From an optimization exercise on the open Yosys and OpenROAD flow, aimed at small area; shortcuts taken in it are not production practice.
Function was checked by simulation only, so behaviour that the tests miss may differ from the original.
No activity file was given, so power comes from the tool's default toggle rates.

==> design.v <==
package pcie_app_pkg;
  localparam int DATA_W      = 64;
  localparam int KEEP_W      = DATA_W / 8;
  localparam int REG_ADDR_W  = 10;
  localparam int USER_ADDR_W = 9;
  localparam logic [31:0] DESIGN_ID = 32'hA5E0_0101;
  localparam logic [7:0] FMT_TYPE_MRD32 = 8'h00;
  localparam logic [7:0] FMT_TYPE_MWR32 = 8'h40;
  localparam logic [7:0] FMT_TYPE_CPLD  = 8'h4A;
  typedef union packed {
    struct packed {
      logic [15:0] rid;
      logic [7:0]  tag;
      logic [3:0]  last_be;
      logic [3:0]  first_be;
      logic [7:0]  fmt_type;
      logic        rsvd0;
      logic [2:0]  tc;
      logic [3:0]  rsvd1;
      logic        td;
      logic        ep;
      logic [1:0]  attr;
      logic [1:0]  rsvd2;
      logic [9:0]  length;
    } hdr;
    struct packed {
      logic [31:0] data;
      logic [29:0] addr;
      logic [1:0]  addr_rsvd;
    } ad;
  } tlp_beat_u;
endpackage
`timescale 1ns/100ps
import pcie_app_pkg::*;
module pcie_app
#(
  parameter int NUM_REGS = 16
)
(
  input  logic                   pcie_core_clk_i,
  input  logic                   rst_n_i,
  input  logic                   s_axis_tx_tready_i,
  output logic [DATA_W-1:0]      s_axis_tx_tdata_o,
  output logic [KEEP_W-1:0]      s_axis_tx_tkeep_o,
  output logic                   s_axis_tx_tlast_o,
  output logic                   s_axis_tx_tvalid_o,
  input  logic [DATA_W-1:0]      m_axis_rx_tdata_i,
  input  logic                   m_axis_rx_tlast_i,
  input  logic                   m_axis_rx_tvalid_i,
  output logic                   m_axis_rx_tready_o,
  input  logic [7:0]             cfg_bus_number_i,
  input  logic [4:0]             cfg_device_number_i,
  input  logic [2:0]             cfg_function_number_i,
  output logic [31:0]            user_data_o,
  output logic [USER_ADDR_W-1:0] user_addr_o,
  output logic                   user_wr_req_o,
  input  logic [31:0]            user_data_i,
  input  logic                   user_rd_ack_i,
  output logic                   user_rd_req_o
);
  function automatic int bits_for(input int n);
    bits_for = 1;
    while ((1 << bits_for) < n)
      bits_for++;
  endfunction
  localparam int NR = NUM_REGS - 1;         
  localparam int PW = bits_for(NUM_REGS);   
  localparam logic [2:0] ST_CLR  = 3'd0;   
  localparam logic [2:0] ST_DISC = 3'd1;   
  localparam logic [2:0] ST_WR   = 3'd2;   
  localparam logic [2:0] ST_RD   = 3'd3;   
  localparam logic [2:0] ST_CPL0 = 3'd4;   
  localparam logic [2:0] ST_CPL1 = 3'd5;   
  localparam logic [2:0] ST_IDLE = 3'd6;   
  localparam logic [2:0] ST_RDW  = 3'd7;   
  function automatic logic [31:0] dw_swap(input logic [31:0] dw);
    dw_swap = {dw[7:0], dw[15:8], dw[23:16], dw[31:24]};
  endfunction
  logic [2:0]       st_q;
  logic [PW-1:0]    pos_q;
  logic [PW-1:0]    pos_nxt;
  logic             pos_last;   
  logic [NR*32-1:0] ring_q;
  logic [31:0]      ring_out;
  logic [31:0]      ring_in;
  logic [31:0]      val_q;      
  logic [31:0]      val_src;
  logic [15:0]      rid_q;
  logic [7:0]       tag_q;
  logic [63:0] d;
  logic [9:0]  a;
  logic        vld;
  logic        a_user;
  logic        a_reg;
  logic        a_here;
  logic        hdr_ok;
  logic        wr_now;
  logic        ring_keep;
  logic        sel_cfg;
  logic        sel_usr;
  logic        sel_reg;
  logic        sel_id;
  assign d      = m_axis_rx_tdata_i;
  assign a      = d[11:2];
  assign vld    = m_axis_rx_tvalid_i;
  assign a_user = a[9];
  assign a_reg  = !a[9] && (a != 10'd0) && (a < 10'(NUM_REGS));
  assign a_here = (a[PW-1:0] == pos_q);
  assign hdr_ok = ((d[31:24] == FMT_TYPE_MRD32) || (d[31:24] == FMT_TYPE_MWR32)) &&
                  (d[9:0] == 10'd1);
  assign ring_out = ring_q[NR*32-1 -: 32];
  assign wr_now   = (st_q == ST_WR) && vld && a_reg && a_here;
  assign ring_keep = (st_q != ST_CLR) && !wr_now;
  assign ring_in   = ({32{wr_now}} & dw_swap(d[63:32])) | ({32{ring_keep}} & ring_out);
  generate
    if (NR > 1)
    begin : g_ring
      always_ff @(posedge pcie_core_clk_i)
        ring_q <= {ring_q[NR*32-33:0], ring_in};
    end
    else
    begin : g_word
      always_ff @(posedge pcie_core_clk_i)
        ring_q <= ring_in;
    end
  endgenerate
  generate
    if (NUM_REGS == 16)
    begin : g_lfsr
      assign pos_nxt  = {pos_q[2:0], pos_q[3] ^ pos_q[2]};
      assign pos_last = (pos_q == 4'b1000);
    end
    else
    begin : g_count
      assign pos_nxt  = (pos_q == PW'(NR)) ? PW'(1) : pos_q + PW'(1);
      assign pos_last = (pos_q == PW'(NR));
    end
  endgenerate
  always_ff @(posedge pcie_core_clk_i or negedge rst_n_i)
  begin
    if (!rst_n_i)
    begin
      st_q  <= ST_CLR;
      pos_q <= PW'(1);
    end
    else
    begin
      pos_q <= pos_nxt;
      case (st_q)
        ST_CLR:
          if (pos_last)
            st_q <= ST_IDLE;
        ST_IDLE:
          if (vld && !m_axis_rx_tlast_i)
            st_q <= !hdr_ok ? ST_DISC : d[30] ? ST_WR : ST_RD;
        ST_DISC:
          if (vld && m_axis_rx_tlast_i)
            st_q <= ST_IDLE;
        ST_WR:
          if (vld && (!a_reg || a_here))
            st_q <= ST_IDLE;
        ST_RD:
          if (vld)
            st_q <= ST_CPL0;
        ST_CPL0:
          if (s_axis_tx_tready_i)
            st_q <= ST_RDW;
        ST_RDW:
          if (a_user ? user_rd_ack_i : (!a_reg || a_here))
            st_q <= ST_CPL1;
        ST_CPL1:
          if (s_axis_tx_tready_i)
            st_q <= ST_IDLE;
        default:
          st_q <= ST_IDLE;
      endcase
    end
  end
  assign sel_cfg = (st_q == ST_IDLE);
  assign sel_usr = !sel_cfg && a_user;
  assign sel_reg = !sel_cfg && a_reg;
  assign sel_id  = !sel_cfg && (a == 10'd0);
  assign val_src = ({32{sel_cfg}} & {cfg_bus_number_i, cfg_device_number_i, cfg_function_number_i,
                                     d[22:20], d[13:12], 11'h004}) |
                   ({32{sel_usr}} & dw_swap(user_data_i)) |
                   ({32{sel_reg}} & dw_swap(ring_out)) |
                   ({32{sel_id}}  & dw_swap(DESIGN_ID));
  always_ff @(posedge pcie_core_clk_i)
  begin
    if (st_q == ST_IDLE)
    begin
      rid_q  <= d[63:48];
      tag_q  <= d[47:40];
    end
    if ((st_q == ST_IDLE) || (st_q == ST_RDW))
      val_q <= val_src;
  end
  assign m_axis_rx_tready_o = (st_q == ST_IDLE) || (st_q == ST_DISC) ||
                              ((st_q == ST_WR) && (!vld || !a_reg || a_here)) ||
                              ((st_q == ST_CPL1) && s_axis_tx_tready_i);
  assign user_wr_req_o = (st_q == ST_WR) && vld && a_user;
  assign user_rd_req_o = (st_q == ST_RDW) && a_user;
  assign user_addr_o   = a[USER_ADDR_W-1:0];
  assign user_data_o   = dw_swap(d[63:32]);
  assign s_axis_tx_tvalid_o = (st_q == ST_CPL0) || (st_q == ST_CPL1);
  assign s_axis_tx_tlast_o  = (st_q == ST_CPL1);
  assign s_axis_tx_tkeep_o  = '1;
  assign s_axis_tx_tdata_o  = (st_q == ST_CPL1) ?
    {val_q, rid_q, tag_q, 1'b0, a[4:0], 2'b00} :
    {val_q[31:16], 5'b00000, val_q[10:0],
     FMT_TYPE_CPLD, 1'b0, val_q[15:13], 4'b0000, 2'b00, val_q[12:11], 2'b00, 10'd1};
endmodule
==> flow/run.sh <==
#!/bin/bash
# Standard ORFS layout with smaller port buffers and a leaner clock tree.
set -euo pipefail
export BUFFER_PORTS_ARGS="-buffer_cell sky130_fd_sc_hd__buf_1"
export CTS_ARGS="-sink_clustering_enable -repair_clock_nets -dont_use_dummy_load -buf_list sky130_fd_sc_hd__clkbuf_8 -sink_clustering_size 20 -sink_clustering_max_diameter 60"
export SKIP_REPAIR_TIE_FANOUT=1
bash standard.sh > standard.log 2>&1
==> standard.sh <==
#!/bin/bash
# synth_recipe.tcl (not shown) runs the flow's synth.tcl, then flattens the netlist and writes it again
# the make line also repeats each setting of config.mk as NAME=value (left out here)
make -C /OpenROAD-flow-scripts/flow DESIGN_CONFIG=/design/flow/config.mk WORK_HOME=/design/flow/orfs CLKGATE_MAP_FILE= SYNTH_SCRIPT=/design/flow/synth_recipe.tcl "${@:-finish}"
==> config.mk <==
export PLATFORM = sky130hd
export DESIGN_NAME = pcie_app
export DESIGN_NICKNAME = pcie_app
export VERILOG_FILES = /design/flow/design.v
export SDC_FILE = /design/flow/constraint.sdc
export NUM_CORES = 4
export LEC_CHECK = 0
export CAP_MARGIN = 0
export CORE_MARGIN = 2
export CORE_UTILIZATION = 60
export SLEW_MARGIN = 0
==> constraint.sdc <==
create_clock -name core_clock -period 4.0 [get_ports {pcie_core_clk_i}]
set_input_delay 0.8000 -clock core_clock [delete_from_list [all_inputs] [get_ports {pcie_core_clk_i}]]
set_output_delay 0.8000 -clock core_clock [all_outputs]
set_load 0.01 [all_outputs]
==> out/metrics.yaml, run 1 <==
grt_antenna_before_repair: 0
ys_seq_area_frac: 0.852
vias_per_cell: 4.90
min_period_over_period: 0.854
fin_crit_ns: 3.42
worstPathArrival_ns: 2.62
drive_gt1_frac: 0.0549
synthTopCellsByCount: "480 x dfxtp_1, 78 x buf_4, 56 x edfxtp_1, 39 x a22o_1"
max_cap_viol_count: 0
gp_congestion: 0.848
fp.coreArea_sq_mm: 0.0220
die_w_microns: 154
antenna_cells: 0
power.density_mw_per_mm2: 634
synthFlopType: "dfxtp_1"
worstHoldPathType: "in2async"
insertion_delay_ns: 0.60
fin_nets: 1122
worst-setup-path-type: "in2out"
vdd_drop_max_v: 0.000379
skew_ns: 0.0414
netlist.area_leader.share: 0.714
grt_pass1_wl_microns: 33700
io_pins: 236
max_freq_mhz: 293
die-area_sq_mm: 0.0237
wl_met1_microns: 10100
drt-initial-drc-count: 374
cts.path.max_buffers: 3
numPortBuffers: 218
wl_met2_microns: 9780
tightest_slew_ns: 1.14
syn_inst: 840
tritoncts: "built"
h-tree-depth: 1
cts-root-buf: "clkbuf_8"
status: "no timing/DRC/antenna violations"
critPathTopFamily: "simple AND/OR/NAND/NOR gates"
path_cells: "buf_1 > or4_1 > or4_4 > nor2b_1 > nor2b_1 > o22ai_1 > buf_1"
hold_viol: 0
row_count: 54
drtAntennaViolNets: 0
die_h_microns: 154
holdBufCountCts: 0
grt_pass1_vias: 6343
grtUsageTotal: 0.181
drc_errors: 0
syn_area_sq_mm: 0.0135
grt-ovfl-total: 0
drv_slew: 0
yosys_register_bits: 543
setup_viol: 0
cts_resized: 0
synthDistinctLibCells: 38
grt_max_degree: 37
clkTransAtPathRegs_ns: 0.11
wl_microns: 21600
cts_buffers: 31
cts_setup_buffers: 0
dp_hpwl_microns: 13600
synth-warning-count: 1
synth_edf_count: 56
total_power_w: 0.00917
setup.worst_path.end_class: "output pin"
vias: 6271
cts.sinks: 543
critPathSlowestCell: "or4_1"
start_util: 0.613
drt_first_pass_iters: 5
synth.most_common_cell: "dfxtp_1"
maxUsedRoutingLayer: "met4"
wl_per_cell_microns: 16.9
area_delta_synth_final_pct: 7.53
slew_headroom: 0.242
synth_area_leaders: "dfxtp_1 71%, edfxtp_1 12%, buf_4 4.3%"
cp-start-kind: "primary input"
required_ns: 3.20
rsz0062_at_grt: "false"
synth_top_cell_by_area: "dfxtp_1"
leakagePower_nw: 5.62
ys_async_sr_fraction: 0.0129
synth.avg_cell_area_sq_um: 16.0
cp_max_fo: 3
wl_met3_microns: 1060
cp_num_buf_inv: 2
critical_path.max_stage_delay_ns: 0.59
tns_ns: 0
[layer usage]
metal	vias up	track usage
li1	2998	-
met4	0	0.0583
met1	3027	0.259
met5	-	0
met3	49	0.0313
met2	197	0.285
[worst reg2reg max path, delay by kind of cell, from the launching register on]
kind	cells	cell delay, ns
simple gates	3	1.37
buf+inv	3	0.63
flops	1	0.52
compound gates	1	0.14
[registers in the layout, indices dropped and copies added, names as in the netlist]
register	cells
ring_q	480
val_q	32
rid_q	16
tag_q	8
pos_q	4
st_q	3
[cells in the final DEF (no fill, tap or decap), types with 2 or more instances in the layout]
master and count:
dfrtp_1 6, clkbuf_8 31, nor3_1 5, edfxtp_1 56
and2_1 26, a31oi_1 6, a22oi_1 2, inv_1 25
a222oi_1 16, nor4_1 2, o21a_1 2, conb_1 2
a21boi_0 2, o21ai_0 13, dfxtp_1 480, a21oi_1 4
buf_1 218, xnor2_1 4, nor2b_1 3, mux2_2 6
nand2_1 14, nand2b_1 3, a22o_1 39, nor2_1 9
nor2_2 2, o22ai_1 2, buf_4 9
[where the power goes]
part	switching [W]	internal, W
Sequential	0.0000960	0.00580
Combinational	0.000789	0.000369
Clock	0.00142	0.000697
[metrics by stage]
step	hold WS [ns]	utilization	setup slack, ns	instance area [sq um]	cells
floorplan	0.310	-	0.982	13500	840
global placement	0.311	0.640	0.643	14100	1250
detailed placement	0.312	0.640	0.607	14100	1250
CTS	0.0629	0.659	0.595	14500	1281
global route	0.0927	0.659	0.527	14500	1281
finish	0.102	0.659	0.584	14500	1281
[worst paths after layout]
check | startpoint | to | slack (ns) | cells after the start
hold / removal | rst_n_i | pos_q[3]$_DFF_PN0_ | 0.10 | 1
setup / recovery | m_axis_rx_tdata_i[7] | m_axis_rx_tready_o | 0.58 | 7
setup reg to reg | st_q[1]$_DFFE_PN0P_ | val_q[8]$_DFFE_PP_ | 1.25 | 7
hold reg to reg | ring_q[303]$_DFF_P_ | ring_q[335]$_DFF_P_ | 0.31 | 0
max in group asynchronous | rst_n_i | pos_q[0]$_DFF_PN1_ | 3.58 | 1
min in group core_clock | ring_q[303]$_DFF_P_ | ring_q[335]$_DFF_P_ | 0.31 | 0
[cell families (layout without fill, tap and decap cells)]
family          after synthesis  in the layout  share of synthesized area
buf+inv                     123            284                     0.0566
other cells                   2              2                   0.000558
xor+xnor                      4              4                    0.00260
compound gates               87             87                     0.0512
mux                           6              6                    0.00502
simple gates                 74             74                     0.0316
fa+ha+maj                     1              1                   0.000929
flops                       543            543                      0.852
[cell type report]
type,instances,area (sq um)
flip-flops and latches,543,11500
fillers,1642,7480
multi-input cells,174,1250
repair buffers,227,886
clock buffers,31,427
well taps,280,350
inverters,26,97.6
==> run 2: changes to the inputs <==
==> run.sh (new file) <==
#!/bin/bash
# synth_recipe.tcl (not shown) runs the flow's synth.tcl, then flattens the netlist and writes it again
# the make line also repeats each setting of config.mk as NAME=value (left out here)
make -C /OpenROAD-flow-scripts/flow DESIGN_CONFIG=/design/flow/config.mk WORK_HOME=/design/flow/orfs CLKGATE_MAP_FILE= SYNTH_SCRIPT=/design/flow/synth_recipe.tcl finish
--- a/config.mk
+++ b/config.mk
@@ -8,4 +8,7 @@
 export CAP_MARGIN = 0
 export CORE_MARGIN = 2
 export CORE_UTILIZATION = 60
+export CTS_BUF_LIST = sky130_fd_sc_hd__clkbuf_8
+export CTS_CLUSTER_DIAMETER = 60
+export CTS_CLUSTER_SIZE = 20
 export SLEW_MARGIN = 0
removed: flow/run.sh
removed: standard.sh
==> run 2 against run 1 <==
  * The layout now fails its checks (setup timing)
  * Die area is the same
  * Global-route usage grew 1.6 points
  * Non-clock buffer count grew 6
  * Hold slack gained 0.22 ns
  * Sequential share of layout area shrank 8.1 points
==> out/metrics.yaml, run 2 <==
setup.worst_path.end_class: "output pin"
grt_use_met1: 0.275
tns_ns: -0.0162
area_delta_synth_final_pct: 19.8
grt_antenna_before_repair: 1
synthFlopType: "dfxtp_1"
layoutNonFillerInstCount: 1321
required_ns: 3.20
power.density_mw_per_mm2: 619
synthAdderAreaFrac: 0.000929
min_period_over_period: 1.00
synthXorXnorAreaFrac: 0.00260
slew_headroom: 0.616
grt_pass1_wl_microns: 36500
gp_congestion: 0.884
synth_edf_count: 56
max_freq_mhz: 249
fillerInstances: 1397
die_h_microns: 154
drc_errors: 0
regMostFlops: "ring_q"
layout_commonest_cell: "dfxtp_1"
yosys_register_bits: 543
syn_area_sq_mm: 0.0135
netlist.area_leader.share: 0.714
holdBufCountCts: 0
row_count: 54
ys_async_sr_fraction: 0.0129
drive_gt1_frac: 0.0692
use_met3: 0.0397
synth_area_leaders: "dfxtp_1 71%, edfxtp_1 12%, buf_4 4.3%"
cts_buffers: 34
cts.sinks: 543
place_ws_ns: 0.0121
cp_max_fo: 3
tritoncts: "built"
cts-root-buf: "clkbuf_8"
worstHoldPathType: "reg2reg"
synth_mux_area_frac: 0.00502
vias_per_cell: 4.82
cts.path.max_buffers: 3
max_cap_viol_count: 0
synth_compound_area_frac: 0.0512
syn_inst: 840
hold_viol: 0
dp_hpwl_microns: 14900
h-tree-depth: 2
grt_max_degree: 33
layout_common_cells: "480 x dfxtp_1, 218 x clkdlybuf4s50_1, 56 x edfxtp_1, 41 x inv_1, 39 x a22o_1"
yosys.area_share.simple: 0.0316
synth.avg_cell_area_sq_um: 16.0
largest_reg_flops: 480
dpl.cell_count: 1264
synth_top_cell_by_area: "dfxtp_1"
fin_nets: 1139
skew_ns: 0.0212
status: "finished with violations"
worstPathArrival_ns: 3.22
largestRegisters: "ring_q x480, val_q x32, rid_q x16"
critPathSlowestCell: "or4_4"
insertion_delay_ns: 0.54
vias: 6361
so_faults: "setup timing"
drtAntennaViolNets: 0
fin_area_sq_mm: 0.0161
drt_first_pass_iters: 5
io_pins: 236
clkTransAtPathRegs_ns: 0.11
leakagePower_nw: 6.41
grt_pass1_vias: 6684
fin_crit_ns: 4.02
die_w_microns: 154
total_power_w: 0.00999
cp-start-kind: "primary input"
synth-warning-count: 1
wl_per_cell_microns: 17.7
vdd_drop_max_v: 0.000411
die-area_sq_mm: 0.0237
drv_slew: 0
wl_microns: 23400
drt-initial-drc-count: 470
numPortBuffers: 218
synthDistinctLibCells: 38
synth.most_common_cell: "dfxtp_1"
fp.coreArea_sq_mm: 0.0220
grtUsageMet2: 0.311
start_util: 0.613
fin_ws_ns: -0.0162
path_cells: "clkdlybuf4s50_1 > or4_4 > or4_4 > nor2b_2 > nor2b_1 > o22ai_1 > clkdlybuf4s50_1"
tightest_slew_ns: 0.576
setup_viol: 1
critical_path.max_stage_delay_ns: 0.58
synthTopCellsByCount: "480 x dfxtp_1, 78 x buf_4, 56 x edfxtp_1, 39 x a22o_1"
ys_seq_area_frac: 0.852
synth_top_family_by_area: "buffers and inverters"
worst-setup-path-type: "in2out"
grt_busiest_layer: "met2"
placed_area_sq_mm: 0.0155
grtUsageTotal: 0.197
grt-ovfl-total: 0
run 2: cell families after synthesis:
family                   Yosys count
AO/OA/AOI/OAI                     87
adder cells (fa/ha/maj)            1
multiplexers                       6
AND/OR/NAND/NOR                   74
buffers and inverters            123
flip-flops                       543
other                              2
XOR/XNOR                           4
run 2: layout make-up:
class,instances,area [sq um],area share
clock buffers,35,482,0.0298
inverters,26,97.6,0.00605
repair buffers,233,2320,0.144
multi-input cells,182,1290,0.0799
flip-flops and latches,543,11500,0.711
well taps,280,350,0.0217
clock inverters,21,131,0.00814
diodes,1,2.50,0.000155
run 2: layer usage:
| layer | vias up | part of all wire |
|---|---|---|
| li1 | 3059 | - |
| met1 | 3045 | 0.47 |
| met2 | 204 | 0.46 |
| met3 | 53 | 0.043 |
| met4 | 0 | 0.024 |
| met5 | - | 0 |
run 2: final timing paths:
kind | startpoint | endpoint | slack [ns] | depth (start not counted)
min in group asynchronous | rst_n_i | pos_q[3]$_DFF_PN0_ | 0.51 | 1
min | ring_q[251]$_DFF_P_ | ring_q[283]$_DFF_P_ | 0.32 | 0
max reg2reg | st_q[1]$_DFFE_PN0P_ | val_q[23]$_DFFE_PP_ | 1.34 | 8
min reg2reg | ring_q[251]$_DFF_P_ | ring_q[283]$_DFF_P_ | 0.32 | 0
max in group asynchronous | rst_n_i | pos_q[0]$_DFF_PN1_ | 3.21 | 1
max | m_axis_rx_tdata_i[7] | m_axis_rx_tready_o | -0.02 | 7
run 2: worst max-delay path: cells and delay by family:
family                 cells  cell delay (ns)
AND/OR/NAND/NOR            4             1.35
buffers and inverters      2             0.96
AO/OA/AOI/OAI              1             0.10
run 2: through the flow:
| stage | hold slack (ns) | util |
|---|---|---|
| 6_report | 0.320 | 0.735 |
| 3_5_place_dp | 0.312 | 0.707 |
| 2_1_floorplan | 0.310 | - |
| 4_1_cts | 0.322 | 0.735 |
| 5_1_grt | 0.322 | 0.735 |
| 3_3_place_gp | 0.311 | 0.707 |
run 2: repair_timing:
item | in CTS | in global routing
endpoints found under the setup margin | 0 | 1
gates resized for setup | 0 | 2
setup buffers | 0 | 0
run 2: report_power, final:
| part | leakage, nW | internal (W) | switching [W] |
|---|---|---|---|
| clock network | 0.368 | 0.000907 | 0.00154 |
| logic | 1.56 | 0.000826 | 0.000822 |
| registers | 4.49 | 0.00580 | 0.0000940 |
| total | 6.41 | 0.00753 | 0.00245 |
==> run 3: changes to the inputs <==
--- a/config.mk
+++ b/config.mk
@@ -5,10 +5,10 @@
 export SDC_FILE = /design/flow/constraint.sdc
 export NUM_CORES = 4
 export LEC_CHECK = 0
-export CAP_MARGIN = 0
+export CAP_MARGIN = 20
 export CORE_MARGIN = 2
 export CORE_UTILIZATION = 60
 export CTS_BUF_LIST = sky130_fd_sc_hd__clkbuf_8
 export CTS_CLUSTER_DIAMETER = 60
 export CTS_CLUSTER_SIZE = 20
-export SLEW_MARGIN = 0
+export SLEW_MARGIN = 20
==> run 3 against run 2 <==
  * Still fails the layout checks on setup timing
  * Maximum frequency did not move
  * Sequential power barely moved
  * Non-clock buffer count did not move
  * Utilization did not move
  * Synthesized area did not move
  * Cell count did not move
  * Setup slack did not move
  * Via count did not move
  * Routed wire length did not move
  * First-iteration DRC count did not move
  * Clock power barely moved
  * Synthesized cell count did not move
  * Critical path type unchanged
  * Critical endpoint unchanged
  * Largest cell class unchanged
  * Largest power group unchanged
==> out/metrics.yaml, run 3 <==
vias: 6361
fin_crit_ns: 4.02
cts_resized: 0
grt_max_degree: 33
vdd_drop_max_v: 0.000411
clkTransAtPathRegs_ns: 0.11
row_count: 54
critical_path.max_stage_delay_ns: 0.58
cts-root-buf: "clkbuf_8"
setup.worst_path.end_class: "output pin"
h-tree-depth: 2
layout_common_cells: "480 x dfxtp_1, 218 x clkdlybuf4s50_1, 56 x edfxtp_1, 41 x inv_1, 39 x a22o_1"
gp_congestion: 0.884
dp_hpwl_microns: 14900
insertion_delay_ns: 0.54
ys_seq_area_frac: 0.852
synth-warning-count: 1
worst-setup-path-type: "in2out"
synth_top_cell_by_area: "dfxtp_1"
yosys_register_bits: 543
fin_area_sq_mm: 0.0161
leakagePower_nw: 6.41
power.density_mw_per_mm2: 619
area_delta_synth_final_pct: 19.8
tightest_slew_ns: 0.576
hold_viol: 0
numPortBuffers: 218
drc_errors: 0
cts.path.max_buffers: 3
cts.sinks: 543
max_cap_viol_count: 0
so_faults: "setup timing"
worstPathArrival_ns: 3.22
ys_async_sr_fraction: 0.0129
worstHoldPathType: "reg2reg"
drt-initial-drc-count: 470
start_util: 0.613
drtAntennaViolNets: 0
cts_buffers: 34
largest_reg_flops: 480
synth.most_common_cell: "dfxtp_1"
min_period_over_period: 1.00
drive_gt1_frac: 0.0692
cp-start-kind: "primary input"
fin_ws_ns: -0.0162
netlist.area_leader.share: 0.714
die_h_microns: 154
vias_per_cell: 4.82
tritoncts: "built"
synth.avg_cell_area_sq_um: 16.0
holdBufCountCts: 0
placed_area_sq_mm: 0.0155
synthDistinctLibCells: 38
wl_per_cell_microns: 17.7
synth_edf_count: 56
fin_util: 0.735
required_ns: 3.20
layout_commonest_cell: "dfxtp_1"
slew_headroom: 0.616
synth_area_leaders: "dfxtp_1 71%, edfxtp_1 12%, buf_4 4.3%"
grt_pass1_vias: 6684
die_w_microns: 154
io_pins: 236
fin_nets: 1139
total_power_w: 0.00999
setup_viol: 1
tns_ns: -0.0162
drv_slew: 0
grtUsageTotal: 0.197
grt_pass1_wl_microns: 36500
fp.coreArea_sq_mm: 0.0220
synthTopCellsByCount: "480 x dfxtp_1, 78 x buf_4, 56 x edfxtp_1, 39 x a22o_1"
regMostFlops: "ring_q"
critPathSlowestCell: "or4_4"
die-area_sq_mm: 0.0237
path_cells: "clkdlybuf4s50_1 > or4_4 > or4_4 > nor2b_2 > nor2b_1 > o22ai_1 > clkdlybuf4s50_1"
grt-ovfl-total: 0
wl_microns: 23400
cp_max_fo: 3
skew_ns: 0.0212
drt_first_pass_iters: 5
syn_inst: 840
status: "finished with violations"
syn_area_sq_mm: 0.0135
largestRegisters: "ring_q x480, val_q x32, rid_q x16"
max_freq_mhz: 249
synthFlopType: "dfxtp_1"
cts_setup_buffers: 0
grt_antenna_before_repair: 1
[run 3: cell families (layout without fill, tap and decap cells)]
group,after synthesis,count (layout),share of synthesized area
DFF,543,543,0.852
buffers and inverters,123,315,0.0566
AOI/OAI and AO/OA,87,87,0.0512
and+or+nand+nor,74,74,0.0316
muxes,6,6,0.00502
xor gates and xnor gates,4,4,0.00260
other,2,11,0.000558
adders and majority gates,1,1,0.000929
[run 3: area by class of cell]
| type | count | area [sq um] |
|---|---|---|
| sequential | 543 | 11500 |
| fill | 1397 | 5820 |
| timing repair buffer | 233 | 2320 |
| multi-input combinational | 182 | 1290 |
| clock buffer | 35 | 482 |
| tap | 280 | 350 |
| clock inverter | 21 | 131 |
| inverter | 26 | 97.6 |
| antenna | 1 | 2.50 |
[run 3: where the power goes]
group | internal (W) | switching [W] | total [W]
logic | 0.000826 | 0.000822 | 0.00165
clock network | 0.000907 | 0.00154 | 0.00244
registers | 0.00580 | 0.0000940 | 0.00590
[run 3: critical path: cells and delay by family]
kind                   cells  cell delay [ns]
AOI/OAI and AO/OA          1             0.10
buffers and inverters      2             0.96
and+or+nand+nor            4             1.35
[run 3: metrics by stage]
step	instances	hold slack (ns)	setup WS (ns)
after floorplan	848	0.310	0.982
after global placement	1264	0.311	0.0534
after detailed placement	1264	0.312	0.0121
after CTS	1320	0.322	0.00743
after global routing	1321	0.322	-0.00317
final	1321	0.320	-0.0162
[run 3: path summary, 6_finish.rpt]
check	from	end	slack, ns	cells after the start
setup / recovery	m_axis_rx_tdata_i[7]	m_axis_rx_tready_o	-0.02	7
hold / removal	ring_q[251]$_DFF_P_	ring_q[283]$_DFF_P_	0.32	0
setup reg to reg	st_q[1]$_DFFE_PN0P_	val_q[23]$_DFFE_PP_	1.34	8
hold reg to reg	ring_q[251]$_DFF_P_	ring_q[283]$_DFF_P_	0.32	0
max in group asynchronous	rst_n_i	pos_q[0]$_DFF_PN1_	3.21	1
min in group asynchronous	rst_n_i	pos_q[3]$_DFF_PN0_	0.51	1
[run 3: metal layers]
layer,share of wire,vias to the layer above,track usage
met5,0,-,0
met4,0.024,0,0.0694
met3,0.043,53,0.0397
met2,0.46,204,0.311
met1,0.47,3045,0.275
li1,-,3059,-
==> run 4: changes to the inputs <==
--- a/config.mk
+++ b/config.mk
@@ -7,7 +7,7 @@
 export LEC_CHECK = 0
 export CAP_MARGIN = 20
 export CORE_MARGIN = 2
-export CORE_UTILIZATION = 60
+export CORE_UTILIZATION = 40
 export CTS_BUF_LIST = sky130_fd_sc_hd__clkbuf_8
 export CTS_CLUSTER_DIAMETER = 60
 export CTS_CLUSTER_SIZE = 20
==> run 4 against run 3 <==
  * Now clean on timing, DRC and antenna
  * Utilization shrank 24 points
  * Via count shrank 1.3%
  * Die area up 49%
  * Hold slack got worse by 0.0061 ns
  * Routed wire length up 1.8%
  * Clock power up 2%
  * Setup slack improved by 0.27 ns
  * Critical path type is now reg2out
==> out/metrics.yaml, run 4 <==
drive_gt1_frac: 0.0703
grt_antenna_before_repair: 0
synth-warning-count: 1
drt_first_pass_iters: 4
r2r-start: "st_q[1]$_DFFE_PN0P_"
reg2reg_slack_ns: 1.51
fin_util: 0.491
r2r_end: "val_q[18]$_DFFE_PP_"
drtAntennaViolNets: 0
grtUsageTotal: 0.136
slew_headroom: 0.580
cts-root-buf: "clkbuf_8"
synth.most_common_cell: "dfxtp_1"
p_int_w: 0.00756
syn_area_sq_mm: 0.0135
ys_seq_area_frac: 0.852
die-area_sq_mm: 0.0352
fin_crit_ns: 3.75
regMostFlops: "ring_q"
die_h_microns: 187
yosys_register_bits: 543
max_freq_mhz: 267
reg2reg_depth: 8
vias: 6276
worstHoldPathType: "reg2reg"
place_ws_ns: 0.0696
drt-initial-drc-count: 330
clockPowerShare: 0.247
grt_pass1_wl_microns: 36500
required_ns: 3.20
cts.path.max_buffers: 3
cp-start-kind: "flop"
area_delta_synth_final_pct: 21.6
wl_per_cell_microns: 16.0
largestRegisters: "ring_q x480, val_q x32, rid_q x16"
row_count: 67
layout_common_cells: "480 x dfxtp_1, 217 x clkdlybuf4s50_1, 56 x edfxtp_1, 39 x a22o_1, 37 x inv_1"
critPathSlowestCell: "nor3_2"
skew_ns: 0.0301
wl_microns: 23800
switching_share: 0.248
numPortBuffers: 218
drc_errors: 0
worst-setup-path-type: "reg2out"
grt_max_degree: 33
total_power_w: 0.0101
worstPathArrival_ns: 2.95
min_period_over_period: 0.937
vias_per_cell: 4.22
layout_commonest_cell: "dfxtp_1"
wl_met2_microns: 11000
synth.avg_cell_area_sq_um: 16.0
critical_path.max_stage_delay_ns: 0.55
syn_inst: 840
cts.sinks: 543
insertion_delay_ns: 0.56
grt-ovfl-total: 0
netlist.area_leader.share: 0.714
hold_viol: 0
combPwrFrac: 0.167
cts_setup_buffers: 0
synthTopCellsByCount: "480 x dfxtp_1, 78 x buf_4, 56 x edfxtp_1, 39 x a22o_1"
path_cells: "inv_1 > nor3_2 > buf_12 > mux2_2 > clkdlybuf4s50_1"
fillerInstances: 2913
crit_end: "s_axis_tx_tdata_o[21]"
synthDistinctLibCells: 38
fp.coreArea_sq_mm: 0.0334
leakagePower_nw: 6.42
start_util: 0.404
die_w_microns: 187
tns_ns: 0
gp_congestion: 0.827
drv_slew: 0
fin_nets: 1139
setup_viol: 0
h-tree-depth: 2
setup.worst_path.end_class: "output pin"
power_frac_seq: 0.586
ys_async_sr_fraction: 0.0129
holdWs_ns: 0.314
io_pins: 236
maxUsedRoutingLayer: "met4"
antenna_cells: 0
critPathLaunch: "st_q[2]$_DFFE_PN0P_"
status: "no timing/DRC/antenna violations"
synthFlopType: "dfxtp_1"
synth_edf_count: 56
power.density_mw_per_mm2: 614
rsz0062_at_grt: "false"
synth_top_cell_by_area: "dfxtp_1"
max_cap_viol_count: 0
grt_pass1_vias: 6406
cp_max_fo: 31
cts_buffers: 34
vdd_drop_max_v: 0.000304
tightest_slew_ns: 0.629
fin_ws_ns: 0.252
dp_hpwl_microns: 15200
wl_met1_microns: 11400
largest_reg_flops: 480
tritoncts: "built"
p_switching_w: 0.00249
synth_area_leaders: "dfxtp_1 71%, edfxtp_1 12%, buf_4 4.3%"
wl_met3_microns: 961
clkTransAtPathRegs_ns: 0.12
==> run 4: layer usage <==
metal / vias to the layer above / GRT usage
li1: 3062 / -
met1: 3046 / 0.185
met2: 132 / 0.220
met3: 36 / 0.0265
met4: 0 / 0.0403
met5: - / 0
==> run 4: worst min path at each step <==
stage          cells after the start                   to  slack (ns)           startpoint
6_report                           0  ring_q[218]$_DFF_P_        0.31  ring_q[186]$_DFF_P_
4_1_cts                            0   ring_q[50]$_DFF_P_        0.31   ring_q[18]$_DFF_P_
2_1_floorplan                      0  ring_q[100]$_DFF_P_        0.31   ring_q[68]$_DFF_P_
3_5_place_dp                       0  ring_q[288]$_DFF_P_        0.31  ring_q[256]$_DFF_P_
5_1_grt                            0  ring_q[218]$_DFF_P_        0.31  ring_q[186]$_DFF_P_
3_3_place_gp                       0  ring_q[460]$_DFF_P_        0.31  ring_q[428]$_DFF_P_
==> run 4: cell type report <==
type / instances / area (sq um) / area share
tap: 448 / 561 / 0.0342
inverter: 26 / 97.6 / 0.00596
timing repair buffer: 233 / 2340 / 0.143
multi-input combinational: 182 / 1280 / 0.0783
clock buffer: 36 / 495 / 0.0303
sequential: 543 / 11500 / 0.700
clock inverter: 19 / 128 / 0.00779
==> run 4: kinds of logic (layout without fill, tap and decap cells) <==
group,after synthesis,after routing,share of synthesized area
AND/OR/NAND/NOR,74,74,0.0316
adder cells (fa/ha/maj),1,1,0.000929
flip-flops,543,543,0.852
AO/OA/AOI/OAI,87,87,0.0512
buffers and inverters,123,314,0.0566
XOR/XNOR,4,4,0.00260
other,2,10,0.000558
multiplexers,6,6,0.00502
==> run 4: stage by stage <==
stage                     cell area, sq um  instances
after global routing                 16400       1487
after floorplan                      13500        848
final                                16400       1487
after detailed placement             15700       1431
after global placement               15700       1431
after CTS                            16300       1486
==> run 4: critical path: cells and delay by family (launching register included) <==
family                 cells  cell delay (ns)
buffers and inverters      3             0.97
and+or+nand+nor            1             0.55
DFF                        1             0.51
muxes                      1             0.36
==> run 4: power groups by stage <==
stage          clock [W]  combinational, W  sequential (W)
3_5_place_dp           0           0.00171         0.00602
6_report         0.00248           0.00168         0.00589
4_1_cts          0.00261           0.00172         0.00590
5_1_grt          0.00281           0.00179         0.00593
2_1_floorplan          0          0.000874         0.00598
3_3_place_gp           0           0.00169         0.00602
==> run 4: what timing repair did <==
item | 4_1_cts | 5_1_grt
hold buffers | 0 | 0
resized for setup | 0 | 1
endpoints found under the setup margin | 0 | 1

## port drivers added, routing unchanged
How much do the figures lean on ideal ports? The routed layouts below were timed once more, with nothing changed but the port constraints.
Step 1: set_driving_cell puts a clkbuf_16 on pcie_core_clk_i and a buf_2 on each other input, an assumption about the parent block.
Step 2 adds t to the input delays and takes it off the output delays; t is the mean of the earliest and latest rising clock arrival at the registers after step 1. Input paths then give back, and output paths get back, about the clock's delay inside the block.
a / b / c = ideal / step 1 / step 2; a / b = the first two.
run | t (ns) | setup slack, ns | worst setup path after step 2 | worst register clock-pin slew, ns
run 1 | 0.611 | 0.584 / 0.564 / 0.564 | input to output | 0.12 / 0.12
run 2 | 0.575 | -0.016 / -0.043 / -0.043 | input to output | 0.12 / 0.12
run 3 | 0.575 | -0.016 / -0.043 / -0.043 | input to output | 0.12 / 0.12
run 4 | 0.583 | 0.252 / 0.208 / 0.358 | input to output | 0.12 / 0.12
